From an optimization exercise on the open Yosys and OpenROAD flow, aimed at small area, a short achievable clock period and few clock cycles per item; shortcuts taken in it are not production practice.
Where RTL was checked, it was by simulation tests only, not by an equivalence proof against the original.
The RTL of runs 4 to 6 was laid out without a check of its function.
Power and IR drop assume default switching activity.

==> run.sh <==
#!/bin/bash
# synth_recipe.tcl (not shown) runs the flow's synth.tcl, then flattens the netlist and writes it again
# the make line also repeats each setting of config.mk as NAME=value (left out here)
make -C /OpenROAD-flow-scripts/flow DESIGN_CONFIG=/design/flow/config.mk WORK_HOME=/design/flow/orfs CLKGATE_MAP_FILE= SYNTH_SCRIPT=/design/flow/synth_recipe.tcl finish
==> config.mk <==
export PLATFORM = sky130hd
export DESIGN_NAME = kmp_substring_search_core
export DESIGN_NICKNAME = kmp_substring_search_core
export VERILOG_FILES = /design/flow/design.v
export SDC_FILE = /design/flow/constraint.sdc
export NUM_CORES = 4
export LEC_CHECK = 0
export ABC_AREA = 1
export CAP_MARGIN = 20
export CORE_MARGIN = 2
export CORE_UTILIZATION = 65
export CTS_CLUSTER_DIAMETER = 100
export CTS_CLUSTER_SIZE = 28
export PLACE_DENSITY = 0.75
export SETUP_SLACK_MARGIN = 3.75
export SLEW_MARGIN = 20
export TNS_END_PERCENT = 25
==> constraint.sdc <==
create_clock -name core_clock -period 6.0 [get_ports {clk}]
set_input_delay 1.2000 -clock core_clock [delete_from_list [all_inputs] [get_ports {clk}]]
set_output_delay 1.2000 -clock core_clock [all_outputs]
set_load 0.01 [all_outputs]
==> design.v <==
`default_nettype none
package kmpss_pkg;
	localparam int unsigned MAX_PATTERN_DEF    = 64;
	localparam int unsigned POSITION_WIDTH_DEF = 32;
	localparam logic [1:0] STAT_BUSY     = 2'd0;
	localparam logic [1:0] STAT_FOUND    = 2'd1;
	localparam logic [1:0] STAT_NOTFOUND = 2'd2;
	localparam logic [1:0] STAT_OVERFLOW = 2'd3;
	localparam logic [1:0] SRCH_FRESH    = 2'd0;
	localparam logic [1:0] SRCH_FOUND    = 2'd1;
	localparam logic [1:0] SRCH_NOTFOUND = 2'd2;
	localparam logic [1:0] SRCH_BUSY     = 2'd3;
endpackage
`default_nettype wire
`default_nettype none
module kmp_substring_search_core #(
	parameter int unsigned MAX_PATTERN    = kmpss_pkg::MAX_PATTERN_DEF,
	parameter int unsigned POSITION_WIDTH = kmpss_pkg::POSITION_WIDTH_DEF
) (
	input  wire logic        clk,
	input  wire logic        arst_n,
	input  wire logic        s_tvalid,
	output logic             s_tready,
	input  wire logic [7:0]  s_tdata,   
	input  wire logic [1:0]  s_tuser,   
	input  wire logic        s_tlast,
	output logic             m_tvalid,
	input  wire logic        m_tready,
	output logic [39:0]      m_tdata    
);
	localparam int unsigned N  = MAX_PATTERN;   
	localparam int unsigned AW = $clog2(N);
	localparam int unsigned NL = 8;            
	localparam int unsigned NH = N / NL;
	localparam int unsigned LW = $clog2(N + 1);
	localparam int unsigned PW = POSITION_WIDTH;
	logic          iv_q;
	logic          ifunc_q;
	logic          ifirst_q;
	logic          ilast_q;
	logic [7:0]    ibyte_q;
	logic          eql_q;       
	logic          rdy_q;
	logic          en_q;        
	logic [8*N-1:0] r_q;         
	logic [N-1:0]   a_q;
	logic [AW-1:0]  z_q;         
	logic [NL-1:0]  wl_q;        
	logic [NH-1:0]  wh_q;
	logic [7:0]     plast_q;     
	logic [LW-1:0]  len_q;
	logic           lz_q;        
	logic           l1_q;        
	logic           lf_q;        
	logic [1:0]     st_q;
	logic [PW-1:0]  d_q;
	logic          ov_q;
	logic [1:0]    ostat_q;
	logic          o2v_q;
	logic [1:0]    o2stat_q;
	logic [PW-1:0] pos_q;       
	logic          rs;
	logic          done;        
	logic          grow;        
	logic [PW-1:0] d_inc;
	logic          nzero;
	logic          full;
	logic          wr;
	logic [N-1:0]  eqp;
	logic [N-1:0]  inj;
	logic [NH-1:0] mpart;
	logic          mprev;
	logic          found;
	logic [1:0]    res;
	logic          en;
	logic          acc;
	logic          pop;
	logic [N-1:0]  a_n;
	logic [8*N-1:0] r_n;
	logic [AW-1:0] z_n;
	logic [NL-1:0] wl_n;
	logic [NH-1:0] wh_n;
	logic [7:0]    plast_n;
	logic          iv_n;
	logic          ifunc_n;
	logic          ifirst_n;
	logic [1:0]    st_n;
	logic          ov_n;
	logic [1:0]    ostat_n;
	logic          o2v_n;
	logic [1:0]    o2stat_n;
	logic          en_n;
	logic          oload;
	logic          lz_n;
	logic          l1_n;
	logic          lf_n;
	logic          wait_n;
	logic [LW-1:0] len_n;
	logic [PW-1:0] d_n;
	always_comb begin
		en    = en_q;
		rs    = ifirst_q || (st_q == kmpss_pkg::SRCH_FRESH);
		done  = !rs && (st_q == kmpss_pkg::SRCH_FOUND || st_q == kmpss_pkg::SRCH_NOTFOUND);
		d_inc = d_q + PW'(1);
		nzero = ifirst_q || lz_q;
		full  = !ifirst_q && lf_q;
		wr    = en && !ifunc_q && !full;
		for (int i = 0; i < N; i++) begin
			eqp[i]  = (ibyte_q == r_q[8*i +: 8]);
			inj[i]  = (z_q == AW'(i));
		end
		for (int h = 0; h < NH; h++) begin
			mpart[h] = 1'b0;
			for (int l = 0; l < NL; l++) begin
				mpart[h] = mpart[h] || (wl_q[l] && a_q[(NL * h + l + N - 2) % N]);
			end
		end
		mprev = |(wh_q & mpart);
		found = (l1_q || (mprev && !rs)) && eql_q;
		for (int i = 0; i < N; i++) begin
			if (en && ifunc_q) begin
				a_n[i] = (inj[(i + 1) % N] || (a_q[i] && !rs)) && eqp[(i + 1) % N];
			end else begin
				a_n[i] = a_q[(i + 1) % N];
			end
		end
		r_n = {r_q[7:0], r_q[8*N-1:8]};
		if (wr) begin
			r_n[8*N-1 -: 8] = ibyte_q;
		end
		z_n     = (wr && nzero) ? AW'(N - 1) : z_q - AW'(1);
		if (wr) begin
			wl_n = NL'(1);
			wh_n = NH'(1);
		end else begin
			wl_n = {wl_q[0], wl_q[NL-1:1]};
			wh_n = wl_q[0] ? {wh_q[0], wh_q[NH-1:1]} : wh_q;
		end
		plast_n = wr ? ibyte_q : plast_q;
		if (!ifunc_q) begin
			res = full ? kmpss_pkg::STAT_OVERFLOW : kmpss_pkg::STAT_BUSY;
			st_n = kmpss_pkg::SRCH_FRESH;
		end else begin
			if (done) begin
				res = st_q;   
			end else if (lz_q || found) begin
				res = kmpss_pkg::STAT_FOUND;
			end else if (ilast_q) begin
				res = kmpss_pkg::STAT_NOTFOUND;
			end else begin
				res = kmpss_pkg::STAT_BUSY;
			end
			st_n = (res == kmpss_pkg::STAT_BUSY) ? kmpss_pkg::SRCH_BUSY : res;
		end
		acc = s_tvalid && rdy_q;
		pop = ov_q && m_tready;
		if (!en) begin
			st_n = st_q;
		end
		ov_n     = ov_q;
		ostat_n  = ostat_q;
		o2v_n    = o2v_q;
		o2stat_n = o2stat_q;
		oload = pop || !ov_q;
		if (oload) begin
			if (o2v_q) begin
				ov_n    = 1'b1;
				ostat_n = o2stat_q;
				o2v_n   = 1'b0;
			end else begin
				ov_n = en;
				if (en) begin
					ostat_n = res;
				end
			end
		end else if (en) begin
			o2v_n    = 1'b1;
			o2stat_n = res;
		end
		len_n = len_q;
		lz_n  = lz_q;
		l1_n  = l1_q;
		lf_n  = lf_q;
		if (wr) begin
			len_n = nzero ? LW'(1) : len_q + LW'(1);
			lz_n  = 1'b0;
			l1_n  = nzero;
			lf_n  = !nzero && (len_q == LW'(N - 1));
		end
		grow = en && ifunc_q && !done;
		d_n = d_q;
		if (grow) begin
			if (lz_q) begin
				d_n = '0;
			end else if (rs) begin
				d_n = PW'(1) - PW'(len_q);
			end else begin
				d_n = d_inc;
			end
		end
		iv_n     = acc || (iv_q && !en);
		ifunc_n  = acc ? s_tuser[0] : ifunc_q;
		ifirst_n = acc ? s_tuser[1] : ifirst_q;
		wait_n = !ifunc_n && !ifirst_n && !lz_n && !lf_n && !wr && !(wl_q[1] && wh_q[0]);
		en_n = iv_n && !o2v_n && !wait_n;
	end
	always_ff @(posedge clk or negedge arst_n) begin
		if (!arst_n) begin
			iv_q   <= 1'b0;
			rdy_q  <= 1'b0;
			ov_q   <= 1'b0;
			o2v_q  <= 1'b0;
			st_q   <= kmpss_pkg::SRCH_FRESH;
			len_q  <= '0;
			lz_q   <= 1'b1;
			l1_q   <= 1'b0;
			lf_q   <= 1'b0;
			en_q   <= 1'b0;
		end else begin
			iv_q  <= iv_n;
			rdy_q <= !iv_n || en_n;
			ov_q  <= ov_n;
			o2v_q <= o2v_n;
			st_q  <= st_n;
			len_q <= len_n;
			lz_q  <= lz_n;
			l1_q  <= l1_n;
			lf_q  <= lf_n;
			en_q  <= en_n;
		end
	end
	always_ff @(posedge clk) begin
		if (acc) begin
			ifunc_q  <= s_tuser[0];
			ifirst_q <= s_tuser[1];
			ilast_q  <= s_tlast;
			ibyte_q  <= s_tdata;
			eql_q    <= (s_tdata == plast_n);
		end
		ostat_q  <= ostat_n;
		o2stat_q <= o2stat_n;
		if (oload) begin
			if (ostat_n != kmpss_pkg::STAT_FOUND) begin
				pos_q <= '0;
			end else if (grow && (rs || lz_q)) begin
				pos_q <= '0;
			end else if (grow) begin
				pos_q <= d_inc;
			end else begin
				pos_q <= d_q;
			end
		end
		d_q      <= d_n;
		r_q      <= r_n;
		a_q      <= a_n;
		z_q      <= z_n;
		wl_q     <= wl_n;
		wh_q     <= wh_n;
		plast_q  <= plast_n;
	end
	assign s_tready = rdy_q;
	assign m_tvalid = ov_q;
	assign m_tdata  = {6'b0, pos_q, ostat_q};
endmodule
`default_nettype wire
==> results.sh, run 1 <==
export IMPL_vias=20090
export IMPL_grt_pass1_wl_mm=106.9
export IMPL_cts_tree="done"
export IMPL_drt_iter0_drc=2133
export IMPL_syn2layout_area_growth_pct=11.35
export IMPL_max_slew_margin_rel_pct=30.04
export IMPL_p_switching_mw=4.867
export IMPL_synth_top_family_by_area="compound AO/OA/AOI/OAI gates"
export IMPL_clock_latency_ns=0.62
export IMPL_ys_top_cells_by_count="dfxtp_1 (610), nand2_1 (554), nor2_1 (153)"
export IMPL_cp_top_family="simple AND/OR/NAND/NOR gates"
export IMPL_critPathBufInv=1
export IMPL_synth_xor_area_share_pct=5.934
export IMPL_synth_fa_ha_area_share_pct=0.4929
export IMPL_synth_simple_gate_area_share_pct=14.61
export IMPL_finalClockSkew_ns=0.03144
export IMPL_power_mw=13.39
export IMPL_clk_pin_slew_worst_paths_ns=0.11
export IMPL_p_leak_nw=10.97
export IMPL_synth_top_area_cell="dfxtp_1"
export IMPL_grt_pass1_vias=19261
export IMPL_synth_compound_area_share_pct=15.28
export IMPL_ioPinCount=57
export IMPL_ir_drop_mv=0.4093
export IMPL_dp_hpwl_mm=41.82
export IMPL_hold_violations=0
export IMPL_endpoint_kind="flop"
export IMPL_avgSynthCellArea_sq_um=9.682
export IMPL_ys_seq_elements=703
export IMPL_synth_main_ff_cell="dfxtp_1"
export IMPL_gr_usage_met1_pct=43.97
export IMPL_die_area_sq_um=40650
export IMPL_ant_nets=0
export IMPL_fin_area_sq_um=28270
export IMPL_synth_cell_type_count=57
export IMPL_synth_area_sq_um=25390
export IMPL_yosysWarnings=1
export IMPL_antenna_cells=0
export IMPL_crit_path_cell_trace="ha_4 > nand3_4 > nor3_4 > nand4_2 > nor2_4 > nand3_4 > nor2_4 > nand3_4 > nor2_4 > inv_4 > nor2_4 > nand2_2 > nand2_2 > nand2_4 > o21ai_2 > nor2_1"
export IMPL_maxCapViolCount=0
export IMPL_ctsRootBufferMaster="clkbuf_16"
export IMPL_rsz0062_at_grt="yes"
export IMPL_regArea_sq_um=14960
export IMPL_period_minus_slack_ns=2.629
export IMPL_grt_remaining_overflow=0
export IMPL_die_x_microns=201.6
export IMPL_crit_fanout=4
export IMPL_cp_slowest_cell="edfxtp_1"
export IMPL_cts_sinks=703
export IMPL_antenna_found_initial=1
export IMPL_grt_max_degree=68
export IMPL_cp_common_cell="nor2_4"
export IMPL_synth_most_common_cell="dfxtp_1"
export IMPL_status="finished clean"
export IMPL_cts_max_path_buffers=3
export IMPL_min_path_type="flop to flop"
export IMPL_cpPeakStageDelay_ns=0.44
export IMPL_combPwrFrac_pct=29.7
export IMPL_power_internal_mw=8.520
export IMPL_num_rows=72
export IMPL_grtUsageMet2_pct=54.75
export IMPL_tightest_slew_ns=1.046
export IMPL_io_buffer_count=50
export IMPL_place_area_sq_um=26200
export IMPL_startpoint_type="flop"
export IMPL_drc_errors=0
export IMPL_core_sq_um=38560
export IMPL_power_frac_clock_pct=17.2
export IMPL_grt_busiest_layer="met2"
export IMPL_vias_per_cell=6.308
export IMPL_swShare_pct=36.36
export IMPL_synth_edf_count=76
export IMPL_grt_usage_pct=33.25
export IMPL_ys_top_cells_by_area="dfxtp_1 (48%), edfxtp_1 (9.0%), nand2_1 (8.2%)"
export IMPL_grt_use_met3_pct=4.487
export IMPL_drt_total_wl_mm=70.94
export IMPL_worst_ep_arrival_time_ns=3.02
export IMPL_cp_required_ns=6.39
export IMPL_die_h_microns=201.6
export IMPL_powerDensity_nw_per_um2=473.6
export IMPL_drv_slew=0
export IMPL_cts_hold_buf=0
export IMPL_synthMuxAreaShare_pct=0.3549
export IMPL_seq_power_share_pct=53.0
export IMPL_r2r_cells=16
export IMPL_htree_levels=1
export IMPL_postSynthCellCount=2622
export IMPL_nets=2684
export IMPL_hold_slack_ns=0.3542
export IMPL_synth_async_sr_flop_share_pct=2.418
export IMPL_cts_buffers=29
export IMPL_place_congestion=0.8867
export IMPL_crit_cells=16
export IMPL_layout_worst_path_cycle_share_pct=43.81
export IMPL_wl_per_cell_microns=22.27
export IMPL_multiInputGateArea_sq_um=9697
export IMPL_initial_core_util_pct=65.84
export IMPL_first_pass_iters=6
export IMPL_fillCellCount=2722
export IMPL_setup_viol=0
export IMPL_yosys_area_top_type_share_pct=48.10
export IMPL_tns_ns=0
export IMPL_ys_seq_area_share_pct=58.78
export IMPL_crit_type="flop to flop"
export IMPL_clock_fmax_mhz=380.4
export IMPL_drive_above_1_share_pct=9.861
export IMPL_whs_path_depth=0
[power groups by stage]
stage               clock (mW)  sequential, mW  combinational [mW]
finish                    2.31            7.10                3.98
global route              2.48            7.21                4.28
CTS                       2.31            7.04                3.62
detailed placement           0            7.11                3.21
global placement             0            7.10                3.10
floorplan                    0            6.79                2.30
[state kept, by name (all words and copies together) (netlist names), 2 cells and up]
| register | flops |
|---|---|
| a_q | 64 |
| d_q | 32 |
| ibyte_q | 8 |
| len_q | 7 |
| o2stat_q | 2 |
| ostat_q | 2 |
| plast_q | 8 |
| pos_q | 32 |
| r_q | 512 |
| st_q | 2 |
| wh_q | 8 |
| wl_q | 8 |
| z_q | 6 |
[worst paths after layout]
| kind | endpoint | start | slack (ns) |
|---|---|---|---|
| min | r_q[117] | r_q[125] | 0.35 |
| min in group asynchronous | o2v_q | arst_n | 1.03 |
| max | pos_q[30] | d_q[1] | 3.37 |
| min reg2reg | r_q[117] | r_q[125] | 0.35 |
| max reg2reg | pos_q[30] | d_q[1] | 3.37 |
| max in group asynchronous | en_q | arst_n | 4.41 |
[stage by stage]
step	utilization (%)	std cells	setup WS, ns
global placement	67.94	3071	2.417
floorplan	-	2627	3.269
finish	73.31	3185	3.371
detailed placement	67.94	3071	2.349
global route	73.31	3185	3.276
CTS	72.05	3151	3.434
[cells by family (layout without fill, tap and decap cells)]
kind of cell | count (synthesis) | count (layout)
AOI/OAI and AO/OA | 562 | 562
adders and majority gates | 10 | 10
buffers and inverters | 292 | 328
other | 1 | 6
muxes | 9 | 9
and+or+nand+nor | 873 | 877
DFF | 703 | 703
xor gates and xnor gates | 172 | 172
[metal layers]
metal / vias to the layer above / share of wire [%]
li1: 9122 / -
met1: 9633 / 40
met2: 1119 / 46
met3: 216 / 8.8
met4: 0 / 4.7
met5: - / 0
[area by class of cell]
class	instances	share of cell area [%]
clock inverters	2	0.1372
inverters	139	2.169
multi-input cells	1636	34.31
repair buffers	146	5.396
flip-flops and latches	703	52.92
well taps	518	2.293
repair inverters	4	0.1018
clock buffers	37	2.674
[placed cells by master (no fill, tap or decap), types with 15 or more instances in the layout]
master	count
dlygate4sd2_1	35
xor2_1	56
nor2_2	15
xnor2_1	114
nand4_1	33
nor4_1	18
o22ai_1	73
o211ai_1	21
a21oi_1	43
o2111ai_1	38
o21ai_0	145
a221oi_1	49
nor2_1	136
or2_2	24
clkbuf_16	31
nand2_1	539
dfxtp_1	598
dfrtp_1	15
edfxtp_1	76
o221ai_1	21
buf_4	61
inv_1	122
o41ai_1	46
a211oi_1	20
nand3_1	50
a22oi_1	56
[timing repair]
action                                  4_1_cts  5_1_grt
buffers inserted                             33       29
gates resized for setup                     152       57
endpoints found under the setup margin      160      164
pin swaps                                    27       28
gates cloned                                  8        5
Testbench counts, summed over its fixed seeds: cycles 25,211, items 25,187.
==> run 2, diff against run 1 <==
--- a/config.mk
+++ b/config.mk
@@ -5,7 +5,7 @@
 export SDC_FILE = /design/flow/constraint.sdc
 export NUM_CORES = 4
 export LEC_CHECK = 0
-export ABC_AREA = 1
+export ABC_AREA = 0
 export CAP_MARGIN = 20
 export CORE_MARGIN = 2
 export CORE_UTILIZATION = 65
==> run 2 against run 1 <==
  * Area after synthesis increased by 0.15%
  * Utilization increased by 0.61 points
  * Fmax is 2.0% higher
  * Critical endpoint is now pos_q[24]
==> results.sh, run 2 <==
export IMPL_status="finished clean"
export IMPL_drc_errors=0
export IMPL_initial_core_util_pct=65.79
export IMPL_regMostFlops="r_q"
export IMPL_nets=2282
export IMPL_dp_hpwl_mm=36.57
export IMPL_htree_levels=1
export IMPL_cpPeakStageDelay_ns=0.43
export IMPL_worst_ep_arrival_time_ns=3.00
export IMPL_die_x_microns=201.8
export IMPL_period_minus_slack_ns=2.578
export IMPL_io_buffer_count=50
export IMPL_grt_pass1_wl_mm=93.12
export IMPL_grt_usage_pct=28.80
export IMPL_fin_area_sq_um=28570
export IMPL_place_area_sq_um=26270
export IMPL_grtUsageMet2_pct=49.73
export IMPL_clock_fmax_mhz=387.9
export IMPL_antenna_cells=0
export IMPL_max_slew_margin_rel_pct=25.66
export IMPL_first_pass_iters=6
export IMPL_cts_buffers=29
export IMPL_ys_seq_area_share_pct=58.69
export IMPL_fin_util_pct=73.92
export IMPL_synth_edf_count=76
export IMPL_grt_use_met3_pct=3.064
export IMPL_ys_top_cells_by_area="dfxtp_1 (48%), xnor2_1 (19%), edfxtp_1 (9.0%)"
export IMPL_startpoint_type="flop"
export IMPL_place_congestion=0.8636
export IMPL_cts_max_path_buffers=3
export IMPL_finalClockSkew_ns=0.03087
export IMPL_final_cell_mix="dfxtp_1 (598), xnor2_1 (566), nand4_1 (136)"
export IMPL_min_path_type="flop to flop"
export IMPL_maxCapViolCount=0
export IMPL_cts_tree="done"
export IMPL_largestRegisters="r_q (512), a_q (64)"
export IMPL_wl_per_cell_microns=21.22
export IMPL_yosys_area_top_type_share_pct=48.03
export IMPL_powerDensity_nw_per_um2=458.2
export IMPL_cts_hold_buf=0
export IMPL_synth_area_sq_um=25420
export IMPL_hold_violations=0
export IMPL_synth_compound_area_share_pct=6.983
export IMPL_grt_pass1_vias=16657
export IMPL_synth_main_ff_cell="dfxtp_1"
export IMPL_synth_fa_ha_area_share_pct=0.4921
export IMPL_num_rows=72
export IMPL_ys_seq_elements=703
export IMPL_grt_remaining_overflow=0
export IMPL_layout_worst_path_cycle_share_pct=42.97
export IMPL_grt_max_degree=126
export IMPL_cts_sinks=703
export IMPL_crit_path_cell_trace="inv_2 > ha_4 > or3b_4 > buf_6 > nor2_4 > o31ai_4 > buf_4 > o21ai_4 > buf_4 > buf_16 > nor4_4"
export IMPL_rsz0062_at_grt="yes"
export IMPL_synth_top_family_by_area="XOR/XNOR gates"
export IMPL_drt_iter0_drc=1233
export IMPL_endpoint_kind="flop"
export IMPL_drt_total_wl_mm=59.03
export IMPL_hold_slack_ns=0.3371
export IMPL_largest_reg_flops=512
export IMPL_ys_top_cells_by_count="dfxtp_1 (610), xnor2_1 (566), nand4_1 (136)"
export IMPL_tightest_slew_ns=1.113
export IMPL_ir_drop_mv=0.3211
export IMPL_gr_usage_met1_pct=38.17
export IMPL_synth_async_sr_flop_share_pct=2.418
export IMPL_die_area_sq_um=40710
export IMPL_p_leak_nw=9.939
export IMPL_synth_most_common_cell="dfxtp_1"
export IMPL_grt_busiest_layer="met2"
export IMPL_syn2layout_area_growth_pct=12.37
export IMPL_vias_per_cell=5.842
export IMPL_clock_latency_ns=0.61
export IMPL_cp_common_cell="buf_4"
export IMPL_ant_nets=0
export IMPL_vias=16253
export IMPL_synthMuxAreaShare_pct=0.5118
export IMPL_crit_fanout=8
export IMPL_synth_top_area_cell="dfxtp_1"
export IMPL_tns_ns=0
export IMPL_crit_type="flop to flop"
export IMPL_ctsRootBufferMaster="clkbuf_16"
export IMPL_die_h_microns=201.8
export IMPL_antenna_found_initial=1
export IMPL_yosysWarnings=1
export IMPL_drive_above_1_share_pct=13.03
export IMPL_avgSynthCellArea_sq_um=11.53
export IMPL_clk_pin_slew_worst_paths_ns=0.11
export IMPL_cp_slowest_cell="dfrtp_1"
export IMPL_final_common_cell="dfxtp_1"
export IMPL_synth_xor_area_share_pct=20.15
export IMPL_postSynthCellCount=2205
export IMPL_core_sq_um=38650
export IMPL_ioPinCount=57
export IMPL_setup_viol=0
export IMPL_synth_simple_gate_area_share_pct=10.48
export IMPL_synth_cell_type_count=59
export IMPL_drv_slew=0
export IMPL_cp_required_ns=6.42
## run 2: cell count changes after synthesis, sizes merged, moves of 47 or more
cell,previous run,this run
a21o,0,60
a221oi,49,0
inv,136,28
nand2,556,90
nand3,61,14
nand4,35,137
nor2,161,58
nor4,20,90
o21ai,155,43
o22ai,74,0
xnor2,114,566
## run 2: final cells by class
cell class | count | area (sq um)
Sequential cell | 703 | 14960
Multi-Input combinational cell | 1345 | 10680
Fill cell | 2609 | 10080
Timing Repair Buffer | 147 | 1345
Clock buffer | 36 | 752.0
Tap cell | 518 | 648.1
Inverter | 29 | 133.9
Clock inverter | 2 | 38.79
Timing Repair inverter | 2 | 17.52
## run 2: per-stage QoR
stage               cells  setup slack, ns  total power, mW
floorplan            2210            3.368            8.756
global placement     2663            2.145            9.612
detailed placement   2663            2.099            9.710
CTS                  2778            3.584            12.86
global route         2782            3.345            13.66
finish               2782            3.422            13.09
## run 2: final timing paths
path                       startpoint   endpoint  slack, ns  cells past startpoint
setup / recovery              st_q[0]  pos_q[24]       3.42                     11
hold / removal               r_q[350]   r_q[342]       0.34                      0
setup reg to reg              st_q[0]  pos_q[24]       3.42                     11
hold reg to reg              r_q[350]   r_q[342]       0.34                      0
max in group asynchronous      arst_n       lf_q       4.38                      1
min in group asynchronous      arst_n    st_q[0]       1.05                      1
## run 2: metal layers
layer  part of all wire [%]  vias up  wire (microns)
met5                      0        -               0
met4                    2.8        0            1626
met3                    4.7      114            2752
met2                     49      467           28920
met1                     44     8005           25740
li1                       -     7667               -
## run 2: cells by family (layout without fill, tap and decap cells)
| logic type | count (synthesis) | in the layout |
|---|---|---|
| compound gates | 250 | 254 |
| other cells | 1 | 6 |
| mux | 13 | 13 |
| xor+xnor | 585 | 585 |
| buf+inv | 168 | 216 |
| simple gates | 475 | 477 |
| flops | 703 | 703 |
| fa+ha+maj | 10 | 10 |
## run 2: report_power, final
part	total, mW	internal, mW	switching, mW	leakage [nW]
Clock	2.29	0.899	1.39	0.382
Sequential	6.51	5.78	0.723	5.95
Combinational	4.29	1.89	2.40	3.61
Total	13.1	8.57	4.52	9.94
## run 2: what timing repair did
item / 4_1_cts / 5_1_grt
endpoints found under the setup margin: 197 / 135
pin swaps: 45 / 8
gates resized for setup: 316 / 21
endpoints found under the hold margin: 0 / 0
gates cloned: 13 / 0
setup buffers: 64 / 4
## run 2: worst max-delay path: cells and delay by family, from the launching register on
family | cells | cell delay, ns
adders and majority gates | 1 | 0.20
AOI/OAI and AO/OA | 2 | 0.36
DFF | 1 | 0.43
and+or+nand+nor | 3 | 0.66
buffers and inverters | 5 | 0.72
==> run 3, diff against run 2 <==
--- a/config.mk
+++ b/config.mk
@@ -12,6 +12,5 @@
 export CTS_CLUSTER_DIAMETER = 100
 export CTS_CLUSTER_SIZE = 28
 export PLACE_DENSITY = 0.75
-export SETUP_SLACK_MARGIN = 3.75
+export SETUP_SLACK_MARGIN = 3.6
 export SLEW_MARGIN = 20
-export TNS_END_PERCENT = 25
==> run 3 against run 2 <==
  * Sequential share of layout area rose by 0.51 points
  * Routed wire length hardly changed
  * Register-to-register slack better by 0.07 ns
  * Count of clock-buffer cells in the layout is 1 higher
  * Final cell count down 0.47%
  * First-iteration DRC count fell by 14%
  * Highest routed layer unchanged
==> results.sh, run 3 <==
export IMPL_status="finished clean"
export IMPL_largest_reg_flops=512
export IMPL_r2r_cells=9
export IMPL_place_inst=2661
export IMPL_synthMuxAreaShare_pct=0.5118
export IMPL_crit_type="flop to flop"
export IMPL_clk_pin_slew_worst_paths_ns=0.11
export IMPL_cts_hold_buf=0
export IMPL_clock_fmax_mhz=398.0
export IMPL_synth_compound_area_share_pct=6.983
export IMPL_synth_top_area_cell="dfxtp_1"
export IMPL_fin_area_sq_um=28280
export IMPL_first_pass_iters=5
export IMPL_final_cell_mix="dfxtp_1 (598), xnor2_1 (566), nand4_1 (136)"
export IMPL_ys_top_cells_by_count="dfxtp_1 (610), xnor2_1 (566), nand4_1 (136)"
export IMPL_cp_common_cell="nor2_4"
export IMPL_drt_iter0_drc=1058
export IMPL_cts_tree="done"
export IMPL_crit_fanout=8
export IMPL_cp_required_ns=6.35
export IMPL_final_common_cell="dfxtp_1"
export IMPL_synth_cell_type_count=59
export IMPL_regMostFlops="r_q"
export IMPL_grt_max_degree=67
export IMPL_drt_total_wl_mm=59.09
export IMPL_ys_top_cells_by_area="dfxtp_1 (48%), xnor2_1 (19%), edfxtp_1 (9.0%)"
export IMPL_cts_sinks=703
export IMPL_cpPeakStageDelay_ns=0.42
export IMPL_drc_errors=0
export IMPL_powerDensity_nw_per_um2=455.2
export IMPL_drive_above_1_share_pct=11.73
export IMPL_worst_ep_arrival_time_ns=2.87
export IMPL_place_area_sq_um=26310
export IMPL_r2r_slack_ns=3.49
export IMPL_ant_nets=0
export IMPL_ir_drop_mv=0.3917
export IMPL_fillCellCount=2620
export IMPL_whs_path_depth=0
export IMPL_vias_per_cell=5.821
export IMPL_r2r_start="st_q[1]"
export IMPL_synth_edf_count=76
export IMPL_startpoint_type="flop"
export IMPL_clock_latency_ns=0.62
export IMPL_tightest_slew_ns=0.8583
export IMPL_antenna_cells=0
export IMPL_grt_pass1_vias=16016
export IMPL_hold_violations=0
export IMPL_synth_area_sq_um=25420
export IMPL_synth_async_sr_flop_share_pct=2.418
export IMPL_period_minus_slack_ns=2.513
export IMPL_tns_ns=0
export IMPL_yosysWarnings=1
export IMPL_final_cells=2769
export IMPL_core_sq_um=38650
export IMPL_hold_end="r_q[404]"
export IMPL_synth_top_family_by_area="XOR/XNOR gates"
export IMPL_ioPinCount=57
export IMPL_min_path_type="flop to flop"
export IMPL_num_rows=72
export IMPL_ctsRootBufferMaster="clkbuf_16"
export IMPL_postSynthCellCount=2205
export IMPL_antenna_found_initial=0
export IMPL_grt_remaining_overflow=0
export IMPL_max_slew_margin_rel_pct=42.57
export IMPL_synth_simple_gate_area_share_pct=10.48
export IMPL_vias=16117
export IMPL_cts_max_path_buffers=3
export IMPL_endpoint_kind="flop"
export IMPL_initial_core_util_pct=65.79
export IMPL_setup_viol=0
export IMPL_crit_path_cell_trace="inv_1 > ha_4 > nor3b_4 > nand2_2 > a2111oi_4 > nor2_4 > nor2_4 > clkbuf_16 > nor4_2"
export IMPL_htree_levels=1
export IMPL_ys_seq_elements=703
export IMPL_power_mw=12.87
export IMPL_yosys_area_top_type_share_pct=48.03
export IMPL_nets=2268
export IMPL_cts_buffers=29
export IMPL_grt_usage_pct=27.92
export IMPL_worstHoldStart="r_q[412]"
export IMPL_r2r_end="pos_q[25]"
export IMPL_p_leak_nw=9.849
export IMPL_cp_slowest_cell="a2111oi_4"
export IMPL_avgSynthCellArea_sq_um=11.53
export IMPL_io_buffer_count=50
export IMPL_grt_pass1_wl_mm=89.96
export IMPL_die_area_sq_um=40710
export IMPL_synth_xor_area_share_pct=20.15
export IMPL_layout_worst_path_cycle_share_pct=41.88
export IMPL_maxCapViolCount=0
export IMPL_synth_fa_ha_area_share_pct=0.4921
export IMPL_die_h_microns=201.8
export IMPL_place_congestion=0.8802
export IMPL_die_x_microns=201.8
export IMPL_drv_slew=0
export IMPL_finalClockSkew_ns=0.02779
export IMPL_largestRegisters="r_q (512), a_q (64)"
export IMPL_dp_hpwl_mm=35.74
export IMPL_ys_seq_area_share_pct=58.69
export IMPL_synth_most_common_cell="dfxtp_1"
export IMPL_rsz0062_at_grt="yes"
export IMPL_wl_per_cell_microns=21.34
export IMPL_synth_main_ff_cell="dfxtp_1"
export IMPL_syn2layout_area_growth_pct=11.22
## run 3: cell counts after synthesis
Identical to the previous run, type by type.
## run 3: per-layer routing
layer,global-route usage (%),part of all wire [%],vias up,routed length (microns)
met5,0,0,-,0
met4,10.06,3.4,0,2025
met3,3.289,4.3,113,2567
met2,45.85,47,420,28000
met1,38.45,45,7943,26500
li1,-,-,7641,-
## run 3: kinds of logic (layout without fill, tap and decap cells)
group / Yosys count / count (layout)
AO/OA/AOI/OAI: 250 / 254
adder cells (fa/ha/maj): 10 / 10
XOR/XNOR: 585 / 585
flip-flops: 703 / 703
multiplexers: 13 / 13
other: 1 / 6
buffers and inverters: 168 / 201
AND/OR/NAND/NOR: 475 / 479
## run 3: what timing repair did
item                       4_1_cts  5_1_grt
buffers inserted                27       29
gates resized for setup        212       76
pin swaps                       11       21
setup endpoints to repair      144       69
cloned                           9        4
## run 3: power by group
| part | total [mW] | internal, mW | switching (mW) |
|---|---|---|---|
| Combinational | 4.03 | 1.74 | 2.29 |
| Sequential | 6.54 | 5.78 | 0.757 |
| Clock | 2.30 | 0.901 | 1.40 |
## run 3: critical path, delay by kind of cell, from the launching register on
family          cells  cell delay [ns]
flops               1             0.38
fa+ha+maj           1             0.27
simple gates        5             0.85
buf+inv             2             0.30
compound gates      1             0.42
## run 3: layout make-up
cell class,count,area (sq um),area share (%)
tap,518,648.1,2.292
multi-input combinational,1347,10590,37.46
timing repair inverter,2,17.52,0.06195
sequential,703,14950,52.87
clock buffer,37,755.7,2.673
clock inverter,2,38.79,0.1372
inverter,29,126.4,0.4469
timing repair buffer,131,1147,4.058
## run 3: worst max path at each step
stage                end     start  slack [ns]
2_1_floorplan  pos_q[19]  m_tready        3.37
3_3_place_gp    pos_q[1]  m_tready        2.21
3_5_place_dp    pos_q[1]  m_tready        2.42
4_1_cts         pos_q[1]   st_q[0]        3.50
5_1_grt         pos_q[1]   st_q[0]        3.46
6_report       pos_q[25]   st_q[1]        3.49
## run 3: stage by stage
step / utilization [%] / setup WS, ns / hold WS, ns
floorplan: - / 3.370 / 0.3499
global placement: 68.03 / 2.214 / 0.3527
detailed placement: 68.08 / 2.420 / 0.3551
CTS: 71.28 / 3.499 / 0.3427
global route: 73.16 / 3.457 / 0.3452
finish: 73.16 / 3.487 / 0.3416
==> run 4, diff against run 3 <==
--- a/design.v
+++ b/design.v
@@ -240,7 +240,9 @@
 		ostat_q  <= ostat_n;
 		o2stat_q <= o2stat_n;
 		if (oload) begin
-			if (ostat_n != kmpss_pkg::STAT_FOUND) begin
+			if (o2v_q) begin
+				pos_q <= (o2stat_q == kmpss_pkg::STAT_FOUND) ? d_q : '0;
+			end else if (res != kmpss_pkg::STAT_FOUND) begin
 				pos_q <= '0;
 			end else if (grow && (rs || lz_q)) begin
 				pos_q <= '0;
==> run 4 against run 3 <==
  * Still clean
  * First-iteration DRC count is 14% higher
  * Count of clock-buffer cells in the layout did not move
  * Final cell count decreased by 0.87%
  * Largest power group unchanged
  * Highest routed layer unchanged
==> results.sh, run 4 <==
export IMPL_status="finished clean"
export IMPL_drv_slew=0
export IMPL_crit_fanout=8
export IMPL_p_switching_mw=4.158
export IMPL_cp_slowest_cell="dfrtp_1"
export IMPL_rsz0062_at_grt="yes"
export IMPL_ys_seq_elements=703
export IMPL_antenna_found_initial=1
export IMPL_initial_core_util_pct=65.75
export IMPL_hold_violations=0
export IMPL_postSynthCellCount=2205
export IMPL_tightest_slew_ns=0.9735
export IMPL_seq_power_share_pct=53.2
export IMPL_first_pass_iters=7
export IMPL_power_internal_mw=8.222
export IMPL_largestRegisters="r_q (512), a_q (64)"
export IMPL_crit_type="flop to flop"
export IMPL_power_frac_clock_pct=18.6
export IMPL_r2r_cells=11
export IMPL_nets=2243
export IMPL_max_slew_margin_rel_pct=35.10
export IMPL_clk_pin_slew_worst_paths_ns=0.12
export IMPL_final_cell_mix="dfxtp_1 (600), xnor2_1 (535), nand4_1 (136)"
export IMPL_yosys_area_top_type_share_pct=48.01
export IMPL_cp_required_ns=6.44
export IMPL_pre_cts_ws_ns=2.365
export IMPL_synth_async_sr_flop_share_pct=2.418
export IMPL_finalClockSkew_ns=0.03506
export IMPL_wl_per_cell_microns=22.11
export IMPL_ys_seq_area_share_pct=58.93
export IMPL_die_area_sq_um=40600
export IMPL_synth_edf_count=78
export IMPL_final_common_cell="dfxtp_1"
export IMPL_core_sq_um=38560
export IMPL_regArea_sq_um=14960
export IMPL_grt_pass1_wl_mm=92.20
export IMPL_p_leak_nw=9.757
export IMPL_drt_total_wl_mm=60.69
export IMPL_endpoint_kind="flop"
export IMPL_min_path_type="flop to flop"
export IMPL_route_met2_wl_mm=30.36
export IMPL_ys_top_cells_by_count="dfxtp_1 (608), xnor2_1 (535), nand4_1 (136)"
export IMPL_place_congestion=0.9431
export IMPL_powerDensity_nw_per_um2=443.9
export IMPL_top_layer_used="met4"
export IMPL_drive_above_1_share_pct=10.55
export IMPL_crit_path_cell_trace="inv_2 > ha_4 > nor2_4 > buf_12 > a311oi_4 > and4b_2 > nand3_4 > o2bb2ai_4 > buf_12 > a41oi_2 > a31oi_1"
export IMPL_r2r_slack_ns=3.39
export IMPL_regMostFlops="r_q"
export IMPL_setup_viol=0
export IMPL_maxCapViolCount=0
export IMPL_multiInputGateArea_sq_um=10200
export IMPL_startpoint_type="flop"
export IMPL_ir_drop_mv=0.2974
export IMPL_antenna_cells=0
export IMPL_fin_area_sq_um=27890
export IMPL_cts_tree="done"
export IMPL_cp_common_cell="buf_12"
export IMPL_worst_ep_arrival_time_ns=3.05
export IMPL_setup_slack_ns=3.392
export IMPL_synth_top_area_cell="dfxtp_1"
export IMPL_ctsRootBufferMaster="clkbuf_16"
export IMPL_grt_pass1_vias=16546
export IMPL_grt_remaining_overflow=0
export IMPL_critPathBufInv=3
export IMPL_cts_max_path_buffers=3
export IMPL_syn2layout_area_growth_pct=9.999
export IMPL_dp_hpwl_mm=37.62
export IMPL_power_mw=12.38
export IMPL_cts_sinks=703
export IMPL_fillCellCount=2703
export IMPL_yosysWarnings=1
export IMPL_clock_fmax_mhz=383.5
export IMPL_synth_cell_type_count=58
export IMPL_ant_nets=0
export IMPL_synth_area_sq_um=25350
export IMPL_vias=16349
export IMPL_vias_per_cell=5.956
export IMPL_swShare_pct=33.59
export IMPL_drc_errors=0
export IMPL_htree_levels=1
export IMPL_cts_buffers=29
export IMPL_cpPeakStageDelay_ns=0.42
export IMPL_period_minus_slack_ns=2.608
export IMPL_synth_main_ff_cell="dfxtp_1"
export IMPL_avgSynthCellArea_sq_um=11.50
export IMPL_die_h_microns=201.5
export IMPL_tns_ns=0
export IMPL_grt_usage_pct=28.67
export IMPL_wl_met3_mm=3.364
export IMPL_largest_reg_flops=512
export IMPL_crit_cells=11
export IMPL_whs_path_depth=0
export IMPL_wl_met1_mm=24.75
export IMPL_ioPinCount=57
export IMPL_cp_top_family="compound AO/OA/AOI/OAI gates"
export IMPL_place_area_sq_um=26080
export IMPL_combPwrFrac_pct=28.2
export IMPL_grt_max_degree=69
export IMPL_layout_worst_path_cycle_share_pct=43.46
export IMPL_clock_latency_ns=0.62
export IMPL_die_x_microns=201.5
export IMPL_io_buffer_count=50
export IMPL_hold_slack_ns=0.3563
export IMPL_drt_iter0_drc=1205
export IMPL_synth_most_common_cell="dfxtp_1"
export IMPL_num_rows=72
export IMPL_ys_top_cells_by_area="dfxtp_1 (48%), xnor2_1 (18%), edfxtp_1 (9.2%)"
run 4: cell type report:
type | instances | area share (%)
multi-input cells | 1328 | 36.59
clock buffers | 37 | 2.710
repair buffers | 123 | 4.155
clock inverters | 2 | 0.1391
inverters | 34 | 0.4576
well taps | 518 | 2.324
flip-flops and latches | 703 | 53.63
run 4: worst paths after layout:
kind                       startpoint   endpoint
max in group asynchronous      arst_n    st_q[0]
hold / removal               r_q[164]   r_q[156]
setup reg to reg              st_q[1]  pos_q[12]
setup / recovery              st_q[1]  pos_q[12]
min in group asynchronous      arst_n       en_q
hold reg to reg              r_q[164]   r_q[156]
run 4: power groups by stage:
stage          sequential, mW  clock [mW]  combinational, mW
6_report                 6.59        2.30               3.49
4_1_cts                  6.54        2.33               3.16
5_1_grt                  6.68        2.50               3.76
2_1_floorplan            6.37           0               2.24
3_5_place_dp             6.63           0               2.94
3_3_place_gp             6.62           0               2.85
run 4: kinds of logic after synthesis:
kind of cell             after synthesis  share of synthesized area (%)
multiplexers                          20                         0.7995
buffers and inverters                181                          3.005
adder cells (fa/ha/maj)                9                         0.4442
flip-flops                           703                          58.93
XOR/XNOR                             558                          19.28
AO/OA/AOI/OAI                        309                          8.508
AND/OR/NAND/NOR                      424                          9.021
other                                  1                        0.01479
run 4: layer usage:
metal	up-vias	track usage [%]
li1	7589	-
met1	8028	36.52
met2	564	50.91
met3	168	3.126
met4	0	9.664
met5	-	0
run 4: metrics by stage:
step                      cells  utilization (%)
final                      2745            72.33
after global routing       2745            72.33
after CTS                  2717            70.61
after detailed placement   2653            67.63
after global placement     2653            67.63
after floorplan            2210                -
run 4: what timing repair did:
item,in CTS,in global routing
gates resized for setup,194,78
buffers inserted,21,23
setup endpoints to repair,95,86
hold buffers,0,0
pin swaps,13,26
gates cloned,4,5
run 4: worst register-to-register path, delay by kind of cell (launching register included):
family / cells / cell delay, ns
compound gates: 4 / 0.93
fa+ha+maj: 1 / 0.16
buf+inv: 3 / 0.43
flops: 1 / 0.42
simple gates: 3 / 0.51
==> run 5, diff against run 4 <==
--- a/config.mk
+++ b/config.mk
@@ -8,9 +8,9 @@
 export ABC_AREA = 0
 export CAP_MARGIN = 20
 export CORE_MARGIN = 2
-export CORE_UTILIZATION = 65
+export CORE_UTILIZATION = 70
 export CTS_CLUSTER_DIAMETER = 100
 export CTS_CLUSTER_SIZE = 28
-export PLACE_DENSITY = 0.75
+export PLACE_DENSITY = 0.8
 export SETUP_SLACK_MARGIN = 3.6
 export SLEW_MARGIN = 20
==> run 5 against run 4 <==
  * Critical endpoint is now pos_q[27]
  * Via count is 2.1% higher
  * Critical path depth stayed put
  * Worst hold slack worse by 0.0065 ns
  * Still clean on timing, DRC and antenna
  * Largest cell class unchanged
  * Clock power hardly changed
  * Design area is 0.45% lower
  * Critical path type unchanged
  * Final cell count is 1.9% lower
==> results.sh, run 5 <==
export IMPL_status="finished clean"
export IMPL_cts_buffers=29
export IMPL_layout_worst_path_cycle_share_pct=44.69
export IMPL_crit_fanout=7
export IMPL_grt_pass1_wl_mm=92.88
export IMPL_drt_total_wl_mm=60.69
export IMPL_combPwrFrac_pct=28.5
export IMPL_ys_seq_elements=703
export IMPL_synth_edf_count=78
export IMPL_critPathBufInv=4
export IMPL_rsz0062_at_grt="yes"
export IMPL_clk_pin_slew_worst_paths_ns=0.11
export IMPL_nets=2248
export IMPL_clock_latency_ns=0.62
export IMPL_place_inst=2597
export IMPL_die_h_microns=194.3
export IMPL_clock_fmax_mhz=372.9
export IMPL_power_mw=12.39
export IMPL_crit_type="flop to flop"
export IMPL_yosys_area_top_type_share_pct=48.01
export IMPL_largest_reg_flops=512
export IMPL_cts_hold_buf=0
export IMPL_synth_async_sr_flop_share_pct=2.418
export IMPL_endpoint_kind="flop"
export IMPL_final_cells=2693
export IMPL_powerDensity_nw_per_um2=446.4
export IMPL_regMostFlops="r_q"
export IMPL_r2r_slack_ns=3.32
export IMPL_p_leak_nw=9.777
export IMPL_drt_iter0_drc=1380
export IMPL_synth_cell_type_count=58
export IMPL_antenna_found_initial=0
export IMPL_cpPeakStageDelay_ns=0.48
export IMPL_cts_tree="done"
export IMPL_r2r_start="wl_q[1]"
export IMPL_hold_violations=0
export IMPL_final_common_cell="dfxtp_1"
export IMPL_ys_top_cells_by_area="dfxtp_1 (48%), xnor2_1 (18%), edfxtp_1 (9.2%)"
export IMPL_synth_main_ff_cell="dfxtp_1"
export IMPL_synth_area_sq_um=25350
export IMPL_dp_hpwl_mm=36.61
export IMPL_maxCapViolCount=0
export IMPL_ctsRootBufferMaster="clkbuf_16"
export IMPL_r2r_cells=11
export IMPL_ys_top_cells_by_count="dfxtp_1 (608), xnor2_1 (535), nand4_1 (136)"
export IMPL_min_path_type="flop to flop"
export IMPL_largestRegisters="r_q (512), a_q (64)"
export IMPL_vias_per_cell=6.199
export IMPL_drv_slew=0
export IMPL_startpoint_type="flop"
export IMPL_hold_end="r_q[423]"
export IMPL_period_minus_slack_ns=2.682
export IMPL_core_sq_um=35660
export IMPL_drive_above_1_share_pct=10.35
export IMPL_drc_errors=0
export IMPL_synth_top_area_cell="dfxtp_1"
export IMPL_io_buffer_count=50
export IMPL_first_pass_iters=27
export IMPL_worst_ep_arrival_time_ns=3.02
export IMPL_ir_drop_mv=0.3350
export IMPL_cp_top_family="compound AO/OA/AOI/OAI gates"
export IMPL_setup_viol=0
export IMPL_swShare_pct=33.68
export IMPL_initial_core_util_pct=71.11
export IMPL_syn2layout_area_growth_pct=9.500
export IMPL_ant_nets=0
export IMPL_cts_max_path_buffers=3
export IMPL_power_internal_mw=8.218
export IMPL_grt_remaining_overflow=0
export IMPL_wl_per_cell_microns=22.53
export IMPL_grt_pass1_vias=16656
export IMPL_final_cell_mix="dfxtp_1 (599), xnor2_1 (535), nand4_1 (136)"
export IMPL_worstHoldStart="r_q[431]"
export IMPL_power_frac_clock_pct=18.5
export IMPL_cp_slowest_cell="a2111o_1"
export IMPL_max_slew_margin_rel_pct=34.59
export IMPL_vias=16693
export IMPL_grt_usage_pct=30.74
export IMPL_yosysWarnings=1
export IMPL_finalClockSkew_ns=0.02651
export IMPL_cp_common_cell="buf_6"
export IMPL_r2r_end="pos_q[27]"
export IMPL_cts_sinks=703
export IMPL_p_switching_mw=4.174
export IMPL_antenna_cells=0
export IMPL_place_congestion=0.9255
export IMPL_crit_path_cell_trace="buf_6 > a22oi_2 > a41oi_2 > a2111o_1 > buf_6 > o211ai_4 > buf_6 > a21oi_4 > buf_6 > a31oi_1 > a31oi_1"
export IMPL_htree_levels=1
export IMPL_postSynthCellCount=2205
export IMPL_die_area_sq_um=37760
export IMPL_avgSynthCellArea_sq_um=11.50
export IMPL_ioPinCount=57
export IMPL_cp_required_ns=6.34
export IMPL_grt_max_degree=91
export IMPL_num_rows=69
export IMPL_die_x_microns=194.3
export IMPL_seq_power_share_pct=53.0
export IMPL_synth_most_common_cell="dfxtp_1"
export IMPL_tns_ns=0
export IMPL_ys_seq_area_share_pct=58.93
export IMPL_tightest_slew_ns=0.9811
export IMPL_whs_path_depth=0
==> run 5: cell counts after synthesis <==
Identical to the previous run, type by type.
==> run 5: area by class of cell <==
type | instances | area (sq um)
clock buffer | 37 | 755.7
clock inverter | 2 | 50.05
fill | 2255 | 7894
inverter | 34 | 130.1
multi-input combinational | 1328 | 10100
sequential | 703 | 14960
tap | 461 | 576.8
timing repair buffer | 128 | 1182
==> run 5: metal layers <==
metal  wire length [microns]  track usage [%]  vias up
met4                    2281            9.772        0
met3                    3643            3.193      176
met1                   25600            40.92     8198
met2                   29160            53.14      703
met5                       0                0        -
li1                        -                -     7616
==> run 5: kinds of logic after synthesis <==
group                      after synthesis  synth area share (%)
DFF                                    703                 58.93
buffers and inverters                  181                 3.005
AOI/OAI and AO/OA                      309                 8.508
adders and majority gates                9                0.4442
and+or+nand+nor                        424                 9.021
other                                    1               0.01479
xor gates and xnor gates               558                 19.28
muxes                                   20                0.7995
==> run 5: worst max-delay path by stage <==
stage | from | to | cells past startpoint
finish | wl_q[1] | pos_q[27] | 11
global route | st_q[0] | pos_q[10] | 12
CTS | wl_q[1] | pos_q[24] | 11
detailed placement | st_q[0] | pos_q[8] | 11
global placement | st_q[0] | pos_q[8] | 11
floorplan | st_q[0] | pos_q[29] | 9
==> run 5: what timing repair did <==
item	in CTS	in global routing
endpoints found under the setup margin	101	81
cloned	6	2
resized for setup	226	44
buffers inserted	30	19
pin swaps	22	29
==> run 5: power by group through the flow <==
stage / Clock, mW / Combinational [mW] / Sequential (mW)
after floorplan: 0 / 2.24 / 6.37
after global placement: 0 / 2.85 / 6.58
after detailed placement: 0 / 2.94 / 6.60
after CTS: 2.31 / 3.25 / 6.52
after global routing: 2.48 / 3.76 / 6.65
final: 2.30 / 3.53 / 6.57
==> run 5: metrics by stage <==
| step | instance area, sq um | hold WS [ns] | worst slack, ns | util (%) |
|---|---|---|---|---|
| floorplan | 25380 | 0.3499 | 3.644 | - |
| global placement | 26010 | 0.3514 | 2.226 | 72.96 |
| detailed placement | 26010 | 0.3550 | 2.024 | 72.96 |
| CTS | 27380 | 0.3443 | 3.526 | 76.79 |
| global route | 27760 | 0.3448 | 3.275 | 77.86 |
| finish | 27760 | 0.3497 | 3.318 | 77.86 |
==> run 5: worst register-to-register path, delay by kind of cell (launching register included) <==
| kind | cells | cell delay, ns |
|---|---|---|
| AOI/OAI and AO/OA | 7 | 1.35 |
| DFF | 1 | 0.40 |
| buffers and inverters | 4 | 0.66 |
==> run 6, diff against run 5 <==
--- a/config.mk
+++ b/config.mk
@@ -8,9 +8,10 @@
 export ABC_AREA = 0
 export CAP_MARGIN = 20
 export CORE_MARGIN = 2
-export CORE_UTILIZATION = 70
+export CORE_UTILIZATION = 65
 export CTS_CLUSTER_DIAMETER = 100
 export CTS_CLUSTER_SIZE = 28
-export PLACE_DENSITY = 0.8
-export SETUP_SLACK_MARGIN = 3.6
+export PLACE_DENSITY = 0.75
+export SETUP_SLACK_MARGIN = 3.75
 export SLEW_MARGIN = 20
+export TNS_END_PERCENT = 25
==> run 6 against run 5 <==
  * Utilization shrank 6.2 points
  * Die area rose by 7.5%
  * Sequential share of layout area up 0.24 points
  * Critical endpoint is now pos_q[21]
  * Critical path type unchanged
==> results.sh, run 6 <==
export IMPL_status="finished clean"
export IMPL_setup_slack_ns=3.384
export IMPL_hold_end="r_q[206]"
export IMPL_crit_path_cell_trace="a22oi_1 > nand4_1 > a2111o_1 > o211ai_4 > buf_4 > nand2_4 > a31oi_4 > buf_12 > a31oi_1"
export IMPL_htree_levels=1
export IMPL_drt_total_wl_mm=59.93
export IMPL_cp_slowest_cell="a2111o_1"
export IMPL_synth_simple_gate_area_share_pct=9.021
export IMPL_antenna_found_initial=0
export IMPL_endpoint_kind="flop"
export IMPL_setup_viol=0
export IMPL_ys_seq_elements=703
export IMPL_synth_edf_count=78
export IMPL_avgSynthCellArea_sq_um=11.50
export IMPL_cp_top_family="compound AO/OA/AOI/OAI gates"
export IMPL_drive_above_1_share_pct=9.271
export IMPL_tns_ns=0
export IMPL_min_path_type="flop to flop"
export IMPL_num_rows=72
export IMPL_cts_buffers=29
export IMPL_maxCapViolCount=0
export IMPL_hold_slack_ns=0.3403
export IMPL_drt_iter0_drc=1175
export IMPL_cpPeakStageDelay_ns=0.53
export IMPL_drv_slew=0
export IMPL_cts_hold_buf=0
export IMPL_combPwrFrac_pct=27.8
export IMPL_drc_errors=0
export IMPL_fin_area_sq_um=27650
export IMPL_r2r_start="wl_q[2]"
export IMPL_worst_ep_arrival_time_ns=2.97
export IMPL_pre_cts_ws_ns=1.893
export IMPL_power_internal_mw=8.161
export IMPL_yosysWarnings=1
export IMPL_nets=2240
export IMPL_clock_fmax_mhz=382.3
export IMPL_synth_area_sq_um=25350
export IMPL_die_area_sq_um=40600
export IMPL_period_minus_slack_ns=2.616
export IMPL_core_sq_um=38560
export IMPL_io_buffer_count=50
export IMPL_initial_core_util_pct=65.75
export IMPL_synthMuxAreaShare_pct=0.7995
export IMPL_synth_top_family_by_area="XOR/XNOR gates"
export IMPL_cts_sinks=703
export IMPL_clk_pin_slew_worst_paths_ns=0.11
export IMPL_cts_tree="done"
export IMPL_regMostFlops="r_q"
export IMPL_whs_path_depth=0
export IMPL_ys_seq_area_share_pct=58.93
export IMPL_power_frac_clock_pct=18.6
export IMPL_ys_top_cells_by_count="dfxtp_1 (608), xnor2_1 (535), nand4_1 (136)"
export IMPL_grt_pass1_wl_mm=93.22
export IMPL_grt_max_degree=77
export IMPL_grt_pass1_vias=16680
export IMPL_p_leak_nw=9.722
export IMPL_postSynthCellCount=2205
export IMPL_clock_latency_ns=0.60
export IMPL_synth_xor_area_share_pct=19.28
export IMPL_place_inst=2651
export IMPL_r2r_end="pos_q[21]"
export IMPL_critPathBufInv=2
export IMPL_syn2layout_area_growth_pct=9.041
export IMPL_grt_usage_pct=29.02
export IMPL_power_mw=12.24
export IMPL_r2r_slack_ns=3.38
export IMPL_cts_max_path_buffers=3
export IMPL_synth_async_sr_flop_share_pct=2.418
export IMPL_rsz0062_at_grt="yes"
export IMPL_yosys_area_top_type_share_pct=48.01
export IMPL_r2r_cells=9
export IMPL_ant_nets=0
export IMPL_dp_hpwl_mm=37.64
export IMPL_first_pass_iters=6
export IMPL_vias=16251
export IMPL_tightest_slew_ns=1.026
export IMPL_fin_util_pct=71.70
export IMPL_wl_per_cell_microns=21.87
export IMPL_die_h_microns=201.5
export IMPL_powerDensity_nw_per_um2=442.8
export IMPL_place_area_sq_um=26080
export IMPL_startpoint_type="flop"
export IMPL_swShare_pct=33.33
export IMPL_layout_worst_path_cycle_share_pct=43.60
export IMPL_place_congestion=0.9135
export IMPL_largest_reg_flops=512
export IMPL_ir_drop_mv=0.3333
export IMPL_synth_most_common_cell="dfxtp_1"
export IMPL_grt_remaining_overflow=0
export IMPL_final_cells=2740
export IMPL_final_common_cell="dfxtp_1"
export IMPL_ys_top_cells_by_area="dfxtp_1 (48%), xnor2_1 (18%), edfxtp_1 (9.2%)"
export IMPL_cp_required_ns=6.35
export IMPL_ioPinCount=57
export IMPL_synth_fa_ha_area_share_pct=0.4442
export IMPL_largestRegisters="r_q (512), a_q (64)"
export IMPL_synth_cell_type_count=58
export IMPL_max_slew_margin_rel_pct=31.58
export IMPL_finalClockSkew_ns=0.02397
export IMPL_p_switching_mw=4.080
export IMPL_synth_compound_area_share_pct=8.508
export IMPL_worstHoldStart="r_q[214]"
export IMPL_die_x_microns=201.5
export IMPL_synth_top_area_cell="dfxtp_1"
export IMPL_synth_main_ff_cell="dfxtp_1"
export IMPL_final_cell_mix="dfxtp_1 (599), xnor2_1 (535), nand4_1 (136)"
export IMPL_crit_fanout=15
export IMPL_vias_per_cell=5.931
export IMPL_ctsRootBufferMaster="clkbuf_16"
export IMPL_crit_type="flop to flop"
export IMPL_seq_power_share_pct=53.6
export IMPL_hold_violations=0
export IMPL_antenna_cells=0
run 6: changes by cell type in the layout (fill, tap and decap cells not counted), moves of 3 or more:
cell / delta
a21oi_1: +14
a21oi_2: -12
a41oi_1: +5
a41oi_2: -5
buf_4: -3
buf_6: -9
buf_8: +3
inv_6: +3
o21ai_0: +6
o21ai_2: -4
run 6: power groups by stage:
stage               sequential, mW  combinational (mW)  clock [mW]
CTS                           6.53                3.24        2.31
global route                  6.65                3.67        2.47
global placement              6.60                2.85           0
floorplan                     6.37                2.25           0
finish                        6.56                3.41        2.28
detailed placement            6.63                2.95           0
run 6: cells by family after synthesis:
kind of cell	count (synthesis)
buffers and inverters	181
xor gates and xnor gates	558
AOI/OAI and AO/OA	309
DFF	703
muxes	20
other	1
adders and majority gates	9
and+or+nand+nor	424
run 6: area by class of cell:
class | instances | area (sq um)
well taps | 518 | 648.1
multi-input cells | 1328 | 10000
repair buffers | 118 | 1081
inverters | 34 | 140.1
clock inverters | 2 | 38.79
fillers | 2699 | 10910
flip-flops and latches | 703 | 14970
repair inverters | 2 | 17.52
clock buffers | 35 | 748.2
run 6: metal layers:
layer | track usage [%] | part of all wire, % | vias up
met5 | 0 | 0 | -
met4 | 11.24 | 4.2 | 0
met3 | 3.320 | 5.5 | 153
met2 | 51.28 | 50 | 557
met1 | 36.49 | 41 | 7942
li1 | - | - | 7599
run 6: how the worst max path moves through the flow:
stage,slack (ns),end,startpoint,cells past startpoint
after CTS,3.58,pos_q[2],wl_q[1],9
after global routing,3.35,pos_q[7],wl_q[4],9
after floorplan,3.71,pos_q[29],st_q[0],9
after detailed placement,1.89,pos_q[8],st_q[0],10
final,3.38,pos_q[21],wl_q[2],9
after global placement,2.07,pos_q[8],st_q[0],10
run 6: timing repair:
| item | CTS | global route |
|---|---|---|
| gates resized for setup | 205 | 39 |
| setup endpoints to repair | 193 | 163 |
| gates cloned | 6 | 2 |
| pin swaps | 14 | 8 |
| endpoints found under the hold margin | 0 | 0 |
| setup buffers | 26 | 18 |

## port drivers added, routing unchanged
The flow's constraints put no driver on any port. The routed layouts listed below were extracted and timed again, unchanged, in two steps. Step 1, drivers: a clkbuf_16 drives clk and a buf_2 each remaining input, both assumed. Step 2 times the ports against the registers' clock, not the clock port: input delays grow and output delays shrink by t, the midpoint of the rising clock arrivals with the driver on. Three values: no drivers, after step 1, after step 2; two values: the first two.
| run | shift t [ns] | setup slack, ns | worst setup path at the end | clock arrival spread, ns | worst slew at a driven data input, ns |
|---|---|---|---|---|---|
| run 1 | 0.665 | 3.371 / 3.371 / 2.796 | input to register | 0.033 / 0.033 | 0.04 |
| run 2 | 0.659 | 3.422 / 3.422 / 2.957 | input to register | 0.038 / 0.038 | 0.06 |
| run 3 | 0.665 | 3.487 / 3.487 / 2.880 | input to register | 0.032 / 0.032 | 0.06 |
| run 4 | 0.651 | 3.392 / 3.392 / 3.063 | input to register | 0.035 / 0.035 | 0.06 |
| run 5 | 0.657 | 3.318 / 3.318 / 3.036 | input to register | 0.031 / 0.031 | 0.04 |
| run 6 | 0.647 | 3.384 / 3.384 / 2.970 | input to register | 0.031 / 0.031 | 0.06 |
After both steps every run listed still meets setup and hold. For run 3, which loses most, drivers alone change the setup slack by 0.000 ns; drivers and shift together by -0.607 ns.
